This is an optimization exercise on Yosys and OpenROAD, whose aim is small area, not a production implementation. In this exercise RTL edits were held to simulation tests only and were not proved equivalent to the original. No activity file was given, so power comes from the tool's default toggle rates.

[flow/flow/run.sh]
#!/bin/bash
# Standard layout with two placement/CTS options changed:
#  - port buffers use the smallest buffer cell (every port still gets one);
#  - the clock tree is built without dummy load cells.
# Everything else, synthesis included, is the standard flow (standard.sh).
set -e
export BUFFER_PORTS_ARGS="-buffer_cell sky130_fd_sc_hd__buf_1"
export CTS_ARGS="-sink_clustering_enable -repair_clock_nets -dont_use_dummy_load -sink_clustering_size 28 -sink_clustering_max_diameter 100 -buf_list sky130_fd_sc_hd__clkbuf_16"
bash standard.sh > standard.log 2>&1
[flow/standard.sh]
#!/bin/bash
# synth_recipe.tcl (not shown) runs the flow's synth.tcl, then flattens the netlist and writes it again
# the make line also repeats each setting of config.mk as NAME=value (left out here)
make -C /OpenROAD-flow-scripts/flow DESIGN_CONFIG=/design/flow/config.mk WORK_HOME=/design/flow/orfs CLKGATE_MAP_FILE= SYNTH_SCRIPT=/design/flow/synth_recipe.tcl "${@:-finish}"
[flow/config.mk]
export PLATFORM = sky130hd
export DESIGN_NAME = http_date_to_epoch_parser
export DESIGN_NICKNAME = http_date_to_epoch_parser
export VERILOG_FILES = /design/flow/design.v
export SDC_FILE = /design/flow/constraint.sdc
export NUM_CORES = 4
export LEC_CHECK = 0
export ABC_AREA = 1
export CAP_MARGIN = 20
export CORE_MARGIN = 2
export CORE_UTILIZATION = 75
export SLEW_MARGIN = 20
[flow/constraint.sdc]
create_clock -name core_clock -period 8.0 [get_ports {clock}]
set_input_delay 1.6000 -clock core_clock [delete_from_list [all_inputs] [get_ports {clock}]]
set_output_delay 1.6000 -clock core_clock [all_outputs]
set_load 0.01 [all_outputs]
[flow/design.v]
`default_nettype none
package hdep_pkg;
   localparam logic [1:0] ST_OK        = 2'd0;
   localparam logic [1:0] ST_DAY_LONG  = 2'd1;
   localparam logic [1:0] ST_YEAR_LONG = 2'd2;
endpackage
`default_nettype wire
`default_nettype none
module http_date_to_epoch_parser (
   input  wire logic               clock,
   input  wire logic               reset,
   input  wire logic [7:0]         req_text_byte,
   input  wire logic               req_first,
   input  wire logic               req_push,
   output logic                    req_full,
   output logic [1:0]              rsp_status,
   output logic signed [39:0]      rsp_epoch_seconds,
   output logic                    rsp_empty,
   input  wire logic               rsp_pop,
   input  wire logic               csr_valid,
   output logic                    csr_ready,
   input  wire logic signed [17:0] csr_zone_offset
);
   localparam logic [2:0] P_IDLE = 3'd0;
   localparam logic [2:0] P_SKIP = 3'd1;
   localparam logic [2:0] P_DAY  = 3'd2;
   localparam logic [2:0] P_MON  = 3'd3;
   localparam logic [2:0] P_YEAR = 3'd4;
   localparam logic [2:0] P_TIME = 3'd5;
   logic [2:0]  ph;
   logic [2:0]  cnt;
   logic        done;
   logic [6:0]  day_v, hour_v, min_v, sec_v;
   logic [3:0]  mc;
   logic [15:0] yb;
   logic        accept, first, is_sp, is_dig, take;
   logic [7:0]  ch;
   logic [3:0]  dg;
   logic [3:0]  vsel;
   logic [6:0]  acc10;
   logic [3:0]  mnext;
   logic        fin0, fin1, fin2, fin_any;
   assign ch     = req_text_byte;
   assign dg     = ch[3:0];
   assign accept = req_push && !req_full;
   assign first  = accept && req_first;
   assign is_sp  = (ch == 8'h20);
   assign is_dig = (ch[7:4] == 4'h3) && (ch[3:0] <= 4'd9);
   assign take   = is_dig && !done;
   always_comb begin
      if (ph == P_DAY)
         vsel = day_v[3:0];
      else if (cnt[2:1] == 2'b00)
         vsel = hour_v[3:0];
      else if (cnt[2] == 1'b0 || cnt == 3'd4)
         vsel = min_v[3:0];
      else if (cnt == 3'd6)
         vsel = 4'd0;
      else
         vsel = sec_v[3:0];
      acc10 = {vsel, 3'b000} + {2'b00, vsel, 1'b0} + {3'b000, dg};
   end
   always_comb begin
      mnext = 4'd15;
      case (cnt[1:0])
         2'd0: begin
            case (ch)
               8'h4A: mnext = 4'd0;    
               8'h46: mnext = 4'd1;    
               8'h4D: mnext = 4'd2;    
               8'h41: mnext = 4'd3;    
               8'h53: mnext = 4'd8;    
               8'h4F: mnext = 4'd9;    
               8'h4E: mnext = 4'd10;   
               8'h44: mnext = 4'd11;   
               default: mnext = 4'd15;
            endcase
         end
         2'd1: begin
            case ({mc, ch})
               {4'd0,  8'h61}: mnext = 4'd0;    
               {4'd0,  8'h75}: mnext = 4'd5;    
               {4'd1,  8'h65}: mnext = 4'd1;    
               {4'd2,  8'h61}: mnext = 4'd2;    
               {4'd3,  8'h70}: mnext = 4'd3;    
               {4'd3,  8'h75}: mnext = 4'd7;    
               {4'd8,  8'h65}: mnext = 4'd8;    
               {4'd9,  8'h63}: mnext = 4'd9;    
               {4'd10, 8'h6F}: mnext = 4'd10;   
               {4'd11, 8'h65}: mnext = 4'd11;   
               default:        mnext = 4'd15;
            endcase
         end
         default: begin
            case ({mc, ch})
               {4'd0,  8'h6E}: mnext = 4'd0;    
               {4'd5,  8'h6E}: mnext = 4'd5;    
               {4'd5,  8'h6C}: mnext = 4'd6;    
               {4'd1,  8'h62}: mnext = 4'd1;    
               {4'd2,  8'h72}: mnext = 4'd2;    
               {4'd2,  8'h79}: mnext = 4'd4;    
               {4'd3,  8'h72}: mnext = 4'd3;    
               {4'd7,  8'h67}: mnext = 4'd7;    
               {4'd8,  8'h70}: mnext = 4'd8;    
               {4'd9,  8'h74}: mnext = 4'd9;    
               {4'd10, 8'h76}: mnext = 4'd10;   
               {4'd11, 8'h63}: mnext = 4'd11;   
               default:        mnext = 4'd15;
            endcase
         end
      endcase
   end
   assign fin0    = accept && !req_first && (ph == P_TIME) && (cnt == 3'd7);
   assign fin1    = accept && !req_first && (ph == P_DAY) && !is_sp && (cnt == 3'd2);
   assign fin2    = accept && !req_first && (ph == P_YEAR) && !is_sp && (cnt == 3'd4);
   assign fin_any = fin0 || fin1 || fin2;
   always_ff @(posedge clock) begin
      if (reset) begin
         ph <= P_IDLE;
      end else if (accept) begin
         if (req_first) begin
            ph <= P_SKIP;
         end else begin
            case (ph)
               P_SKIP: if (cnt == 3'd3) ph <= P_DAY;
               P_DAY:  if (is_sp) ph <= P_MON; else if (cnt == 3'd2) ph <= P_IDLE;
               P_MON:  if (is_sp) ph <= P_YEAR;
               P_YEAR: if (is_sp) ph <= P_TIME; else if (cnt == 3'd4) ph <= P_IDLE;
               P_TIME: if (cnt == 3'd7) ph <= P_IDLE;
               default: ph <= ph;
            endcase
         end
      end
   end
   always_ff @(posedge clock) begin
      if (accept) begin
         if (req_first) begin
            cnt    <= 3'd0;
            done   <= 1'b0;
            day_v  <= 7'd0;
            hour_v <= 7'd0;
            min_v  <= 7'd0;
            yb     <= 16'd0;
         end else begin
            case (ph)
               P_SKIP: cnt <= (cnt == 3'd3) ? 3'd0 : cnt + 3'd1;
               P_DAY: begin
                  if (is_sp) begin
                     cnt  <= 3'd0;
                     done <= 1'b0;
                  end else if (cnt != 3'd2) begin
                     cnt  <= cnt + 3'd1;
                     done <= done || !is_dig;
                     if (take) day_v <= acc10;
                  end
               end
               P_MON: begin
                  if (is_sp) begin
                     cnt <= 3'd0;
                     if (cnt != 3'd3) mc <= 4'd15;
                  end else begin
                     if (cnt < 3'd3) mc <= mnext;
                     if (cnt != 3'd4) cnt <= cnt + 3'd1;
                  end
               end
               P_YEAR: begin
                  if (is_sp) begin
                     cnt  <= 3'd0;
                     done <= 1'b0;
                  end else if (cnt != 3'd4) begin
                     cnt  <= cnt + 3'd1;
                     done <= done || !is_dig;
                     if (take) yb <= {yb[11:0], dg};
                  end
               end
               P_TIME: begin
                  cnt <= cnt + 3'd1;
                  case (cnt)
                     3'd0, 3'd1: begin
                        done <= done || !is_dig;
                        if (take) hour_v <= acc10;
                     end
                     3'd3, 3'd4: begin
                        done <= done || !is_dig;
                        if (take) min_v <= acc10;
                     end
                     3'd6: begin
                        done  <= !is_dig;
                        sec_v <= is_dig ? acc10 : 7'd0;
                     end
                     3'd7: begin
                        if (take) sec_v <= acc10;
                     end
                     default: done <= 1'b0;
                  endcase
               end
               default: ;
            endcase
         end
      end
   end
   logic [17:0] zr, zw;
   assign csr_ready = 1'b1;
   assign zw = {zr[17], ~zr[16:0]};
   always_ff @(posedge clock) begin
      if (reset)
         zr <= 18'd0;
      else if (csr_valid)
         zr <= csr_zone_offset;
   end
   logic        hor, sh1, shs, s60, sss, swf, srdy;
   logic [1:0]  hj;
   logic [38:0] x;
   logic [38:0] p1, p2, sum;
   logic [10:0] p3;
   logic        h_ready, n_ready, x_en, go;
   logic [3:0]  gbits;
   logic [22:0] g;
   logic        y_mod4, y_mod100, y_mod400, leap, lc;
   logic [9:0]  tdoy;
   logic        wr_x;
   localparam logic [38:0] K3 = 39'h7FFFEF87FB;    
   assign h_ready = (ph == P_TIME) && (cnt >= 3'd2);
   assign n_ready = (ph == P_TIME) && (cnt >= 3'd5);
   assign go      = (ph == P_TIME) && !first;
   assign gbits = {yb[12 + hj], yb[8 + hj], yb[4 + hj], yb[hj]};
   always_comb begin
      case (gbits)
         4'd0:    g = 23'h000000;
         4'd1:    g = 23'h00111F;
         4'd2:    g = 23'h00AB36;
         4'd3:    g = 23'h00BC55;
         4'd4:    g = 23'h06B013;
         4'd5:    g = 23'h06C132;
         4'd6:    g = 23'h075B49;
         4'd7:    g = 23'h076C68;
         4'd8:    g = 23'h42E0BE;
         4'd9:    g = 23'h42F1DD;
         4'd10:   g = 23'h438BF4;
         4'd11:   g = 23'h439D13;
         4'd12:   g = 23'h4990D1;
         4'd13:   g = 23'h49A1F0;
         4'd14:   g = 23'h4A3C07;
         default: g = 23'h4A4D26;
      endcase
   end
   assign y_mod4   = !yb[0] && !(yb[4] ^ yb[1]);
   assign y_mod100 = (yb[7:0] == 8'd0);
   assign y_mod400 = y_mod100 && !yb[8] && !(yb[12] ^ yb[9]);
   assign leap     = y_mod100 ? y_mod400 : y_mod4;
   assign lc       = leap && (mc[3:1] == 3'd0 || mc == 4'd15);
   always_comb begin
      case (mc)
         4'd0, 4'd15: tdoy = lc ? 10'd3 : 10'd6;
         4'd1:    tdoy = lc ? 10'd96 : 10'd99;
         4'd2:    tdoy = 10'd183;
         4'd3:    tdoy = 10'd276;
         4'd4:    tdoy = 10'd366;
         4'd5:    tdoy = 10'd459;
         4'd6:    tdoy = 10'd549;
         4'd7:    tdoy = 10'd642;
         4'd8:    tdoy = 10'd735;
         4'd9:    tdoy = 10'd825;
         4'd10:   tdoy = 10'd918;
         default: tdoy = 10'd1008;
      endcase
   end
   logic h3, hs_go, s60_go, sh1_go, x_hold;
   assign h3     = hor && !sh1;
   assign hs_go  = shs && h_ready;
   assign s60_go = s60 && (sss || n_ready);
   assign sh1_go = sh1 && (!shs || h_ready);
   assign x_hold = !hor && !hs_go && !s60_go;
   always_comb begin
      for (int i = 0; i < 39; i++) begin
         p1[i] = (s60_go && i >= 6 && x[(i >= 6) ? i - 6 : 0])
               | (x_hold && x[i])
               | (sh1_go && i >= 1 && x[(i >= 1) ? i - 1 : 0])
               | (h3 && K3[i]);
      end
      if (hor && hj[1] != hj[0]) p1[0] = ~(yb[4] ^ yb[1]);
      if (hor && hj == 2'd0) p1[0] = ~yb[0];
      for (int i = 0; i < 39; i++) begin
         p2[i] = (hor && i < 23 && g[(i < 23) ? i : 0])
               | (hs_go && i == 2 && !yb[0])
               | (s60_go && (i < 2 ? (i == 0 || !sss) : !x[(i >= 2) ? i - 2 : 0]))
               | (wr_x && i < 18 && zw[(i < 18) ? i : 0]);
      end
      if (hor && sh1 && hj == 2'd2)      p3 = {1'd0, tdoy};
      else if (hor && hj == 2'd1)        p3 = {2'd0, day_v, {2{~(yb[12] ^ yb[9])}}};
      else if (hor && hj == 2'd0)        p3 = {2'd0, day_v, {2{~yb[8]}}};
      else if (hs_go)                    p3 = {4'd0, hour_v};
      else if (s60_go && !sss)           p3 = 11'd1408 | {4'd0, min_v};
      else if (s60_go)                   p3 = 11'd512 | {4'd0, sec_v};
      else                               p3 = 11'd0;
   end
   logic [38:0] csa_s, csa_c, pp, gg, cy;
   logic [9:0]  grp_g, grp_p;
   logic [10:0] grp_c;
   always_comb begin
      csa_s = p1 ^ p2 ^ {28'd0, p3};
      csa_c = {(p1[37:0] & p2[37:0]) | (p1[37:0] & {27'd0, p3}) | (p2[37:0] & {27'd0, p3}), 1'b0};
      pp = csa_s ^ csa_c;
      gg = csa_s & csa_c;
      grp_c[0] = 1'b0;
      for (int k = 0; k < 10; k++) begin
         grp_g[k] = 1'b0;
         grp_p[k] = 1'b1;
         for (int i = 0; i < 4; i++) begin
            if (4*k + i < 39) begin
               grp_g[k] = gg[4*k+i] | (pp[4*k+i] & grp_g[k]);
               grp_p[k] = grp_p[k] & pp[4*k+i];
            end
         end
         grp_c[k+1] = grp_g[k] | (grp_p[k] & grp_c[k]);
      end
      for (int k = 0; k < 10; k++) begin
         for (int i = 0; i < 4; i++) begin
            if (4*k + i < 39) begin
               if (i == 0)
                  cy[4*k] = grp_c[k];
               else
                  cy[4*k+i] = gg[4*k+i-1] | (pp[4*k+i-1] & cy[4*k+i-1]);
            end
         end
      end
      sum = pp ^ cy;
   end
   logic [38:0] ring [9];
   logic [3:0]  wd, rc;
   logic [1:0]  pe0;
   logic        hv;
   logic [1:0]  hs;
   logic [38:0] he;
   logic        pop, space, wr_e, wr_d, wr_any, rd_now, err_tap;
   logic [38:0] tap, wword;
   assign tap     = ring[8];
   assign pop     = rsp_pop && hv;
   logic rd_al;
   assign rd_al   = (wd == rc) || (rc == 4'd9 && wd == 4'd0);
   assign rd_now  = rd_al && (rc != 4'd0) && (!hv || pop);
   assign space   = (rc != 4'd9) || rd_now;
   assign wr_x    = srdy && (wd == 4'd0) && space;
   assign wr_e    = !srdy && (pe0 != 2'd0) && (wd == 4'd0) && space;
   assign wr_d    = !srdy && (pe0 == 2'd0) && (fin1 || fin2) && (wd == 4'd0) && space;
   assign wr_any  = wr_x || wr_e || wr_d;
   assign wword   = wr_x ? sum : {3'b100, 35'd0, wr_e ? pe0[1] : fin2};
   assign err_tap = tap[38] && !tap[37] && !tap[36];
   logic       xh, np0;
   assign xh  = sss || srdy;
   assign np0 = (pe0 != 2'd0);
   always_comb begin
      case (rc)
         4'd9:    req_full = (hv && (xh || np0)) || (xh && np0);
         4'd8:    req_full = hv && xh && np0;
         default: req_full = 1'b0;
      endcase
   end
   assign rsp_empty         = !hv;
   assign rsp_status        = hs;
   assign rsp_epoch_seconds = {he[38], he};
   assign x_en = hor || (shs && h_ready) || (s60 && (sss || n_ready));
   always_ff @(posedge clock) begin
      x <= sum;
   end
   always_ff @(posedge clock) begin
      if (reset) begin
         hor  <= 1'b0;
         sh1  <= 1'b0;
         shs  <= 1'b0;
         s60  <= 1'b0;
         sss  <= 1'b0;
         swf  <= 1'b0;
         srdy <= 1'b0;
         hj   <= 2'd3;
      end else if (srdy) begin
         if (wr_x) begin
            srdy <= 1'b0;
            hor  <= go;
            hj   <= 2'd3;
         end
      end else if (s60 && sss) begin
         s60  <= 1'b0;
         sss  <= 1'b0;
         srdy <= 1'b1;
      end else if (first) begin
         hor <= 1'b0;
         sh1 <= 1'b0;
         shs <= 1'b0;
         s60 <= 1'b0;
         swf <= 1'b0;
         hj  <= 2'd3;
      end else if (hor) begin
         hj  <= hj - 2'd1;
         sh1 <= 1'b1;
         if (hj == 2'd0) begin
            hor <= 1'b0;
            shs <= 1'b1;
         end
      end else if (shs) begin
         if (h_ready) begin
            shs <= 1'b0;
            sh1 <= 1'b0;
            s60 <= 1'b1;
         end
      end else if (s60) begin
         if (n_ready) begin
            if (fin0) sss <= 1'b1;
            else begin
               s60 <= 1'b0;
               swf <= 1'b1;
            end
         end
      end else if (swf) begin
         if (fin0) begin
            swf <= 1'b0;
            s60 <= 1'b1;
            sss <= 1'b1;
         end
      end else begin
         hor <= go;
         hj  <= 2'd3;
      end
   end
   always_ff @(posedge clock) begin
      ring[0] <= wr_any ? wword : tap;
      for (int i = 1; i < 9; i++) ring[i] <= ring[i-1];
   end
   always_ff @(posedge clock) begin
      if (rd_now) begin
         hs <= err_tap ? (tap[0] ? 2'd2 : 2'd1) : 2'd0;
         he <= err_tap ? 39'd0 : tap;
      end
   end
   always_ff @(posedge clock) begin
      if (reset) begin
         wd  <= 4'd0;
         rc  <= 4'd0;
         hv  <= 1'b0;
         pe0 <= 2'd0;
      end else begin
         wd  <= wr_any ? 4'd0 : ((wd == 4'd0) ? 4'd8 : wd - 4'd1);
         rc  <= rc + {3'd0, wr_any} - {3'd0, rd_now};
         hv  <= rd_now || (hv && !pop);
         if ((fin1 || fin2) && !wr_d)
            pe0 <= fin2 ? 2'd2 : 2'd1;
         else if (wr_e)
            pe0 <= 2'd0;
      end
   end
endmodule
`default_nettype wire
==> impl_metrics.ini, run 1 <==
[final_layout]
syn2layout_area_growth_pct = 5.920
n_antenna_cell = 0
nFillCells = 1470
nNetsFinal = 2121
drive_above_1_share_pct = 3.844
seq_area_mm2 = 0.01142
multi_input_area_mm2 = 0.006716

[setup_path]
critical_path.startpoint_type = flop
rrSetupSlack_ns = 0.67
cp_max_fo = 34
slowest_stage = nor2_4
critPathMaxStageDelay_ns = 0.67
path_common_cell = nand2_1
worstSetupEndpointType = flop
path_class = reg2reg
arrival_ns = 7.83
critPathRequiredTime_ns = 8.50

[power]
power_leakage_nw = 8.933
ir_drop_uv = 370.7
clkPwrFrac_pct = 20.4
swShare_pct = 30.62
p_sw_w = 0.001859
power_density_mw_per_mm2 = 298.4
p_comb_share_pct = 21.2
p_seq_share_pct = 58.4
internal-power_w = 0.004214

[grt]
grt_max_degree = 43
grt-ovfl-total = 0
grt_pass1_vias = 13594
grt.total_usage_pct = 33.03
grt_pass1_wl_um = 69100
antenna_found_initial = 0

[logic_synthesis]
avgSynthCellArea_um2 = 10.16
synthSimpleGateAreaFrac_pct = 14.30
muxShareOfSynthArea_pct = 0
synth_compound_area_share_pct = 8.916
synth-xor-area-share_pct = 1.049
async_reset_ff_share_pct = 0
synthAdderAreaFrac_pct = 10.56
yosys_warnings = 2
ys.flop_type = dfxtp_1
synth_fp_nets = 2059
synth_top_family_by_area = simple AND/OR/NAND/NOR gates
syn_inst = 1891
synth_area_mm2 = 0.01921
synth.distinct_cells = 60
synth-seq-cells = 524
synth_enable_flop_cells = 93
yosysSeqAreaShare_pct = 59.45

[timing]
hold_viol = 0
finalClockSkew_ns = 0.03935
worst_slew_pin_slew_ns = 0.9664
final-max-slew-violation-count = 0
fin_crit_ns = 7.331
setup_slack_ns = 0.6686
rsz0062_at_grt = false
period_share_pct = 91.64
max_freq_ghz = 0.1364
setup_viol_count_final = 0
slew_headroom_pct = 35.50
finalSetupTns_ns = 0

[clocking]
cts-root-buf = clkbuf_16
cts_buffer_depth = 3
post_cts_buffers = 0
path_clk_slew_ns = 0.10
cts_tree = built
cts_max_level = 1
post_cts_resized = 0
cts_buffers = 22
postCtsHoldBufs = 0
clock-sinks = 524
insertion_delay_ns = 0.55

[floorplan]
io_pins = 77
die_y_um = 164.1
dieArea_mm2 = 0.02691
core_area_mm2 = 0.02518
num_rows = 58
die_w_um = 164.1
initial_core_util_pct = 76.29

[route]
ant_nets = 0
firstDrtPassIters = 6
vias_per_cell = 5.929
routedWlPerCell_um = 19.37
drtIter0Drc = 1432
vias = 13524
wl_um = 44180
drc_errors = 0

[place]
gp_congestion = 0.9226
dp_hpwl_um = 31170
io_buffers = 75
dpl_worst_slack_ns = 0.7516

[worst_hold_path]
hp-class = reg2reg

[run_status]
status = timing/DRC/antenna clean

[run]
drv_cap = 0
## area by class of cell
cell class	instances	share of cell area (%)
Clock buffer	22	2.705
Inverter	234	4.347
Multi-Input combinational cell	1085	33.01
Sequential cell	524	56.12
Tap cell	330	2.029
Timing Repair Buffer	86	1.789
## worst paths after layout
check	end	startpoint	cells after the start
max	ring[0][38]$_DFF_P_	cnt[2]$_SDFFCE_PP0P_	40
min	ring[5][21]$_DFF_P_	ring[4][21]$_DFF_P_	0
max reg2reg	ring[0][38]$_DFF_P_	cnt[2]$_SDFFCE_PP0P_	40
min reg2reg	ring[5][21]$_DFF_P_	ring[4][21]$_DFF_P_	0
## cells in the mapped netlist (5+ instances only)
library cell    n  area share [%]
o211ai_1       15            0.59
o22ai_1        23            0.75
nand2_1       287             5.6
a31oi_1         7            0.23
o21a_1          6            0.23
nor4_1          5            0.16
dfxtp_1       431              45
fa_1           42             4.4
buf_2          10            0.26
a32oi_1         5            0.23
o21ai_0        99             2.6
o221ai_1       12            0.55
o2111ai_1      14            0.64
a22oi_1         9            0.35
nor2_1        229             4.5
ha_1           94             6.1
a211oi_1       12            0.47
clkbuf_1       32            0.63
inv_2          10            0.20
a21oi_1        51             1.3
nand4_1        28            0.91
edfxtp_1       93              15
nor3_1         18            0.47
xnor2_1         8            0.36
or2_2           5            0.16
clkinv_1        5           0.098
xor2_1         15            0.68
inv_1         218             4.3
nand3_1        53             1.4
## sequential cells by signal, indices dropped and copies added, names as in the netlist, 2 cells and up
name	flops
cnt	3
day_v	7
he	39
hj	2
hour_v	7
hs	2
mc	4
min_v	7
pe0	2
ph	3
rc	4
ring	351
sec_v	7
wd	4
x	39
yb	16
zr	18
## routing by layer
layer,GRT usage [%],share of wire (%)
met1,42.72,39
met3,4.697,8.2
met5,0,0
met2,56.86,49
met4,12.28,4.1
## critical path: cells and delay by family, from the launching register on
kind                     cells  cell delay [ns]
XOR/XNOR                     3             0.61
buffers and inverters        5             0.44
flip-flops                   1             0.54
AO/OA/AOI/OAI                3             0.44
AND/OR/NAND/NOR             23             3.22
adder cells (fa/ha/maj)      6             2.03
## stage by stage
step,instances,area (um^2),total power (W),hold WS (ns),utilization (%)
4_1_cts,2281,20350,0.006055,0.3116,80.81
6_report,2281,20350,0.006073,0.3192,80.81
5_1_grt,2281,20350,0.006340,0.3267,80.81
3_5_place_dp,2259,19800,0.004824,0.3121,78.62
3_3_place_gp,2259,19800,0.004693,0.3096,78.62
2_1_floorplan,1891,19210,0.004364,0.3096,-
## cells by family (layout without fill, tap and decap cells)
family / count (synthesis) / in the layout
XOR/XNOR: 23 / 23
AND/OR/NAND/NOR: 649 / 649
AO/OA/AOI/OAI: 275 / 275
flip-flops: 524 / 524
buffers and inverters: 282 / 342
other: 1 / 1
adder cells (fa/ha/maj): 137 / 137
## power by group through the flow
| stage | clock (W) | sequential (W) | combinational (W) |
|---|---|---|---|
| floorplan | 0 | 0.00351 | 0.000850 |
| global placement | 0 | 0.00355 | 0.00114 |
| detailed placement | 0 | 0.00358 | 0.00124 |
| CTS | 0.00124 | 0.00354 | 0.00127 |
| global route | 0.00132 | 0.00358 | 0.00144 |
| finish | 0.00124 | 0.00355 | 0.00128 |
## layout by cell type, fill, tap and decap left out, types with 5 or more instances in the layout
master	instances
a31oi_1	7
clkinv_1	5
o21ai_0	99
clkbuf_16	22
xnor2_1	8
ha_1	94
nor3_1	17
o221ai_1	12
nor2_1	229
a21oi_1	50
inv_1	217
nand2_1	287
o211ai_1	15
nand4_1	28
buf_1	75
inv_2	10
o2111ai_1	14
fa_1	42
buf_4	11
edfxtp_1	93
a22oi_1	9
xor2_1	15
o21a_1	6
or2_2	5
a32oi_1	5
a211oi_1	11
dfxtp_1	431
nand3_1	53
nor4_1	5
o22ai_1	23
==> run 2: changes to the inputs <==
--- a/flow/design.v
+++ b/flow/design.v
@@ -431,3 +431,3 @@
          hs <= err_tap ? (tap[0] ? 2'd2 : 2'd1) : 2'd0;
-         he <= err_tap ? 39'd0 : tap;
+         he <= {tap[38] && !err_tap, tap[37:1], tap[0] && !err_tap};
       end
==> run 2 against run 1 <==
Effect of this change:
- utilization shrank 0.31 points
- flip-flop and latch count is the same
- global-route usage grew 4.7 points
- clock power is essentially flat
- critical path type unchanged
==> impl_metrics.ini, run 2 <==
[run_status]
status = timing/DRC/antenna clean

[logic_synthesis]
ys.flop_type = dfxtp_1
synth_area_mm2 = 0.01900
synth-seq-cells = 524
yosys-top-cells-count = dfxtp_1, nand2_1, nor2_1
synth_fp_nets = 1954
syn_inst = 1786
async_reset_ff_share_pct = 0
synth_top_area_share_pct = 45.40
synth_enable_flop_cells = 93
post-synth-top-count-cell = dfxtp_1
synthTopCellsByArea = dfxtp_1, edfxtp_1, ha_1
yosys_warnings = 2
yosysSeqAreaShare_pct = 60.10
avgSynthCellArea_um2 = 10.64
yosysTopAreaCell = dfxtp_1
synth.distinct_cells = 62

[route]
drtIter0Drc = 1862
routedWlPerCell_um = 22.86
firstDrtPassIters = 8
ant_nets = 0
drc_errors = 0
vias_per_cell = 6.305
wl_um = 49770
vias = 13726

[clocking]
post_cts_buffers = 0
cts-root-buf = clkbuf_16
cts_tree = built
path_clk_slew_ns = 0.11
cts_buffers = 22
cts_buffer_depth = 3
clock-sinks = 524
insertion_delay_ns = 0.58
cts_max_level = 1

[setup_path]
critPathMaxStageDelay_ns = 0.50
r2r-end = ring[0][38]$_DFF_P_
critPathRequiredTime_ns = 8.47
worstSetupEndpointType = flop
arrival_ns = 8.07
rrSetupSlack_ns = 0.40
cp_max_fo = 30
reg2reg_depth = 44
slowest_stage = fa_1
r2r_start = cnt[1]$_SDFFCE_PP0P_
path_class = reg2reg
cp-endpoint = ring[0][38]$_DFF_P_
crit_path_start = cnt[1]$_SDFFCE_PP0P_
critical_path.startpoint_type = flop
path_common_cell = nand2_1

[final_layout]
layout.cells.non_filler = 2177
drive_above_1_share_pct = 4.764
final_common_cell = dfxtp_1
n_antenna_cell = 0
nFillCells = 1384
final_cell_mix = dfxtp_1, nand2_1, nor2_1, inv_1, ha_1
nNetsFinal = 2017
top_register = ring
syn2layout_area_growth_pct = 6.057
largest_register_ffs = 351
finish.utilization_pct = 80.50
top_regs = ring x351, he x39, x x39

[timing]
finalHoldWorstSlack_ns = 0.2979
period_share_pct = 95.05
finalSetupTns_ns = 0
slew_headroom_pct = 31.77
setup_viol_count_final = 0
fin_crit_ns = 7.604
rsz0062_at_grt = false
finalClockSkew_ns = 0.06811
max_freq_ghz = 0.1315
final-max-slew-violation-count = 0
hold_viol = 0
worst_slew_pin_slew_ns = 1.024

[power]
power_density_mw_per_mm2 = 286.8
power_leakage_nw = 8.537
ir_drop_uv = 288.1

[grt]
grt-ovfl-total = 0
grt_pass1_vias = 13641
grt.total_usage_pct = 37.77
grt_pass1_wl_um = 76480
grt_max_degree = 45
antenna_found_initial = 0

[floorplan]
num_rows = 58
die_w_um = 163.2
io_pins = 77
initial_core_util_pct = 75.90
core_area_mm2 = 0.02504
die_y_um = 163.2
dieArea_mm2 = 0.02663

[place]
io_buffers = 75
dp.cells = 2155
dp_hpwl_um = 33460
gp_congestion = 0.9654

[run]
drv_cap = 0

[worst_hold_path]
hp-class = reg2reg
-- run 2: cell count changes after synthesis, moves of 14 or more --
cell	change
inv_1	-41
nand2_1	-39
nor2_1	-35
o21ai_0	-27
a22o_1	+25
clkbuf_1	-15
o22ai_1	-14
-- run 2: area by class of cell --
class	count	area [um^2]	share of cell area (%)
Tap cell	330	412.9	2.049
Multi-Input combinational cell	1020	6669	33.09
Sequential cell	524	11420	56.67
Timing Repair Buffer	86	364.1	1.807
Inverter	195	735.7	3.650
Clock buffer	22	550.5	2.732
-- run 2: critical path: cells and delay by family (launching register included) --
kind / cells / cell delay [ns]
buf+inv: 6 / 0.74
flops: 1 / 0.47
simple gates: 24 / 2.74
xor+xnor: 2 / 0.52
compound gates: 5 / 0.79
fa+ha+maj: 7 / 2.30
-- run 2: power by group --
| part | internal, W | switching (W) | total, W |
|---|---|---|---|
| Sequential | 0.00297 | 0.000205 | 0.00317 |
| Combinational | 0.000450 | 0.000892 | 0.00134 |
| Clock | 0.000496 | 0.000771 | 0.00127 |
-- run 2: stage by stage --
step	power, W	setup slack (ns)	area, um^2
after floorplan	0.004007	1.495	19000
after global placement	0.004335	0.8937	19570
after detailed placement	0.004462	0.5224	19570
after CTS	0.005723	0.1128	20120
after global routing	0.005997	0.07953	20150
final	0.005780	0.3959	20150
-- run 2: worst min-delay path by stage --
stage / slack, ns / startpoint / cells past startpoint / to
detailed placement: 0.31 / ring[1][32]$_DFF_P_ / 0 / ring[2][32]$_DFF_P_
floorplan: 0.31 / ring[0][0]$_DFF_P_ / 0 / ring[1][0]$_DFF_P_
global placement: 0.31 / ring[3][16]$_DFF_P_ / 0 / ring[4][16]$_DFF_P_
finish: 0.30 / ring[1][7]$_DFF_P_ / 0 / ring[2][7]$_DFF_P_
global route: 0.30 / ring[1][7]$_DFF_P_ / 0 / ring[2][7]$_DFF_P_
CTS: 0.30 / ring[1][7]$_DFF_P_ / 0 / ring[2][7]$_DFF_P_
-- run 2: logic make-up after synthesis --
group           Yosys count  share of synthesized area [%]
compound gates          290                          10.07
xor+xnor                 23                          1.060
fa+ha+maj               136                          10.61
buf+inv                 242                          5.122
flops                   524                          60.10
other cells               1                        0.01973
simple gates            570                          13.01
-- run 2: timing repair --
item	CTS	global route
endpoints found under the setup margin	0	2
resized for setup	0	8
hold buffers	0	0
-- run 2: per-layer routing --
metal	vias to the layer above	share of wire [%]	track usage, %
li1	6073	-	-
met1	6469	37	47.71
met2	949	49	64.52
met3	235	9.6	6.932
met4	0	5.0	15.33
met5	-	0	0
==> run 3: changes to the inputs <==
--- a/flow/flow/run.sh
+++ b/flow/flow/run.sh
@@ -7,3 +7,3 @@
 export BUFFER_PORTS_ARGS="-buffer_cell sky130_fd_sc_hd__buf_1"
-export CTS_ARGS="-sink_clustering_enable -repair_clock_nets -dont_use_dummy_load -sink_clustering_size 28 -sink_clustering_max_diameter 100 -buf_list sky130_fd_sc_hd__clkbuf_16"
+export CTS_ARGS="-sink_clustering_enable -repair_clock_nets -dont_use_dummy_load -sink_clustering_size 24 -sink_clustering_max_diameter 100 -buf_list sky130_fd_sc_hd__clkbuf_16"
 bash standard.sh > standard.log 2>&1
==> run 3 against run 2 <==
Effect of this change:
- critical path depth fell by 3
- combinational power barely moved
- critical path type unchanged
- worst setup slack improved by 0.095 ns
- clock skew fell by 0.044 ns
- die area did not move
- synthesized cell count did not move
- highest routed layer unchanged
- fmax rose by 1.3%
- sequential share of layout area fell by 0.17 points
- clock power rose by 6%
- register-to-register slack improved by 0.095 ns
==> impl_metrics.ini, run 3 <==
[logic_synthesis]
yosys-top-cells-count = dfxtp_1, nand2_1, nor2_1
syn_inst = 1786
synth_area_mm2 = 0.01900
synth_enable_flop_cells = 93
synth_top_area_share_pct = 45.40
yosys_warnings = 2
synthTopCellsByArea = dfxtp_1, edfxtp_1, ha_1
ys.flop_type = dfxtp_1
synth-seq-cells = 524
synth_fp_nets = 1954
async_reset_ff_share_pct = 0
post-synth-top-count-cell = dfxtp_1
yosysSeqAreaShare_pct = 60.10
yosysTopAreaCell = dfxtp_1
avgSynthCellArea_um2 = 10.64
synth.distinct_cells = 62

[final_layout]
final_common_cell = dfxtp_1
syn2layout_area_growth_pct = 6.374
final_cell_mix = dfxtp_1, nand2_1, nor2_1, inv_1, ha_1
nFillCells = 1361
top_regs = ring x351, he x39, x x39
largest_register_ffs = 351
final_area_mm2 = 0.02021
nNetsFinal = 2020
drive_above_1_share_pct = 4.649
n_antenna_cell = 0
top_register = ring

[route]
routedWlPerCell_um = 22.96
vias_per_cell = 6.276
ant_nets = 0
vias = 13681
wl_um = 50050
firstDrtPassIters = 6
drtIter0Drc = 1879
drc_errors = 0

[setup_path]
reg2reg_depth = 41
slowest_stage = fa_1
arrival_ns = 7.95
path_class = reg2reg
critPathRequiredTime_ns = 8.44
crit_path_start = hj[0]$_SDFFE_PP1P_
r2r_start = hj[0]$_SDFFE_PP1P_
worstSetupEndpointType = flop
critPathMaxStageDelay_ns = 0.54
critical_path.startpoint_type = flop
cp_max_fo = 14
path_common_cell = nand2_1

[timing]
finalSetupTns_ns = 0
rsz0062_at_grt = false
setup_viol_count_final = 0
final-max-slew-violation-count = 0
worst_slew_pin_slew_ns = 1.062
finalClockSkew_ns = 0.02439
slew_headroom_pct = 29.22
fin_crit_ns = 7.509
max_freq_ghz = 0.1332
hold_viol = 0
period_share_pct = 93.86

[clocking]
postCtsHoldBufs = 0
cts_buffers = 25
insertion_delay_ns = 0.56
cts-root-buf = clkbuf_16
cts_buffer_depth = 3
clock-sinks = 524
path_clk_slew_ns = 0.10
cts_max_level = 1
cts_tree = built

[floorplan]
die_y_um = 163.2
io_pins = 77
num_rows = 58
initial_core_util_pct = 75.90
die_w_um = 163.2
core_area_mm2 = 0.02504
dieArea_mm2 = 0.02663

[grt]
grt_pass1_wl_um = 76380
antenna_found_initial = 0
grt-ovfl-total = 0
grt.total_usage_pct = 37.63
grt_pass1_vias = 13636
grt_max_degree = 45

[power]
power_density_mw_per_mm2 = 289.9
internal-power_w = 0.003976
p_seq_share_pct = 54.0
p_comb_share_pct = 23.1
swShare_pct = 32.15
ir_drop_uv = 262.2
p_sw_w = 0.001883
clkPwrFrac_pct = 22.9
power_leakage_nw = 8.577

[worst_hold_path]
worstHoldStart = ring[4][32]$_DFF_P_
min_path_cells = 0
hp-class = reg2reg

[place]
gp_congestion = 0.9654
io_buffers = 75
place_area_mm2 = 0.01957
dp_hpwl_um = 33460

[run_status]
status = timing/DRC/antenna clean

[run]
drv_cap = 0
==> run 3: routing by layer <==
| layer | track usage [%] | part of all wire [%] | vias to the layer above |
|---|---|---|---|
| met5 | 0 | 0 | - |
| li1 | - | - | 6078 |
| met1 | 47.36 | 37 | 6472 |
| met3 | 6.298 | 9.0 | 219 |
| met4 | 15.41 | 5.0 | 0 |
| met2 | 64.84 | 49 | 912 |
==> run 3: critical path, delay by kind of cell, from the launching register on <==
kind	cells	cell delay (ns)
flops	1	0.46
fa+ha+maj	7	2.52
buf+inv	6	0.68
compound gates	5	1.13
simple gates	21	2.14
xor+xnor	2	0.49
==> run 3: worst paths after layout <==
check	slack [ns]	endpoint
max	0.49	ring[0][38]$_DFF_P_
min	0.32	ring[5][32]$_DFF_P_
max reg2reg	0.49	ring[0][38]$_DFF_P_
min reg2reg	0.32	ring[5][32]$_DFF_P_
==> run 3: cell families (layout without fill, tap and decap cells) <==
kind of cell / count (synthesis) / count (layout) / synth area share (%)
and+or+nand+nor: 570 / 570 / 13.01
DFF: 524 / 524 / 60.10
AOI/OAI and AO/OA: 290 / 290 / 10.07
buffers and inverters: 242 / 306 / 5.122
adders and majority gates: 136 / 136 / 10.61
xor gates and xnor gates: 23 / 23 / 1.060
other: 1 / 1 / 0.01973
==> run 3: layout make-up <==
| type | instances | area (um^2) | share of cell area [%] |
|---|---|---|---|
| inverters | 195 | 732.0 | 3.621 |
| well taps | 330 | 412.9 | 2.043 |
| flip-flops and latches | 524 | 11420 | 56.50 |
| repair buffers | 86 | 364.1 | 1.801 |
| clock buffers | 25 | 625.6 | 3.095 |
| multi-input cells | 1020 | 6659 | 32.94 |
==> run 3: power groups by stage <==
stage	combinational [W]	sequential [W]	clock, W
detailed placement	0.00126	0.00320	0
finish	0.00136	0.00316	0.00134
floorplan	0.000841	0.00317	0
CTS	0.00133	0.00315	0.00134
global placement	0.00114	0.00319	0
global route	0.00147	0.00318	0.00142
==> run 3: through the flow <==
stage,util (%),hold slack [ns],worst slack [ns],total power (W),std cells
floorplan,-,0.3096,1.495,0.004007,1786
global placement,78.17,0.3096,0.8937,0.004335,2155
detailed placement,78.17,0.3121,0.5224,0.004462,2155
CTS,80.66,0.3006,0.2377,0.005813,2180
global route,80.74,0.3147,0.01184,0.006073,2180
finish,80.74,0.3227,0.4913,0.005859,2180
==> run 3: repair_timing <==
item | in CTS | in global routing
hold endpoints to repair | 0 | 0
buffers inserted | 0 | 0
gates resized for setup | 0 | 3
endpoints found under the setup margin | 0 | 2

[re-timing with driven ports]
No port has a modelled driver above. Below, the same layouts with a new extraction and two added sets of constraints.
Step 1: set_driving_cell puts a clkbuf_16 on clock and a buf_2 on each other input, an assumption about the parent block.
Step 2 moves the port delays by t, midway between the first and last clock arrival at a register: inputs arrive t later, outputs are due t later. That takes back most of the time a late clock gives input paths.
Slacks: no drivers / after step 1 / after step 2; pairs: no drivers / after step 1.
| run | shift t [ns] | setup WS [ns] | latest minus earliest clock arrival (ns) |
|---|---|---|---|
| run 1 | 0.579 | 0.669 / 0.669 / 0.532 | 0.042 / 0.042 |
| run 2 | 0.592 | 0.396 / 0.396 / 0.035 | 0.068 / 0.068 |
| run 3 | 0.593 | 0.491 / 0.491 / 0.175 | 0.025 / 0.025 |
After both steps setup and hold are still met in every run listed. The setup slack of run 2, which loses most, moves by 0.000 ns with the drivers and by -0.361 ns with both steps.
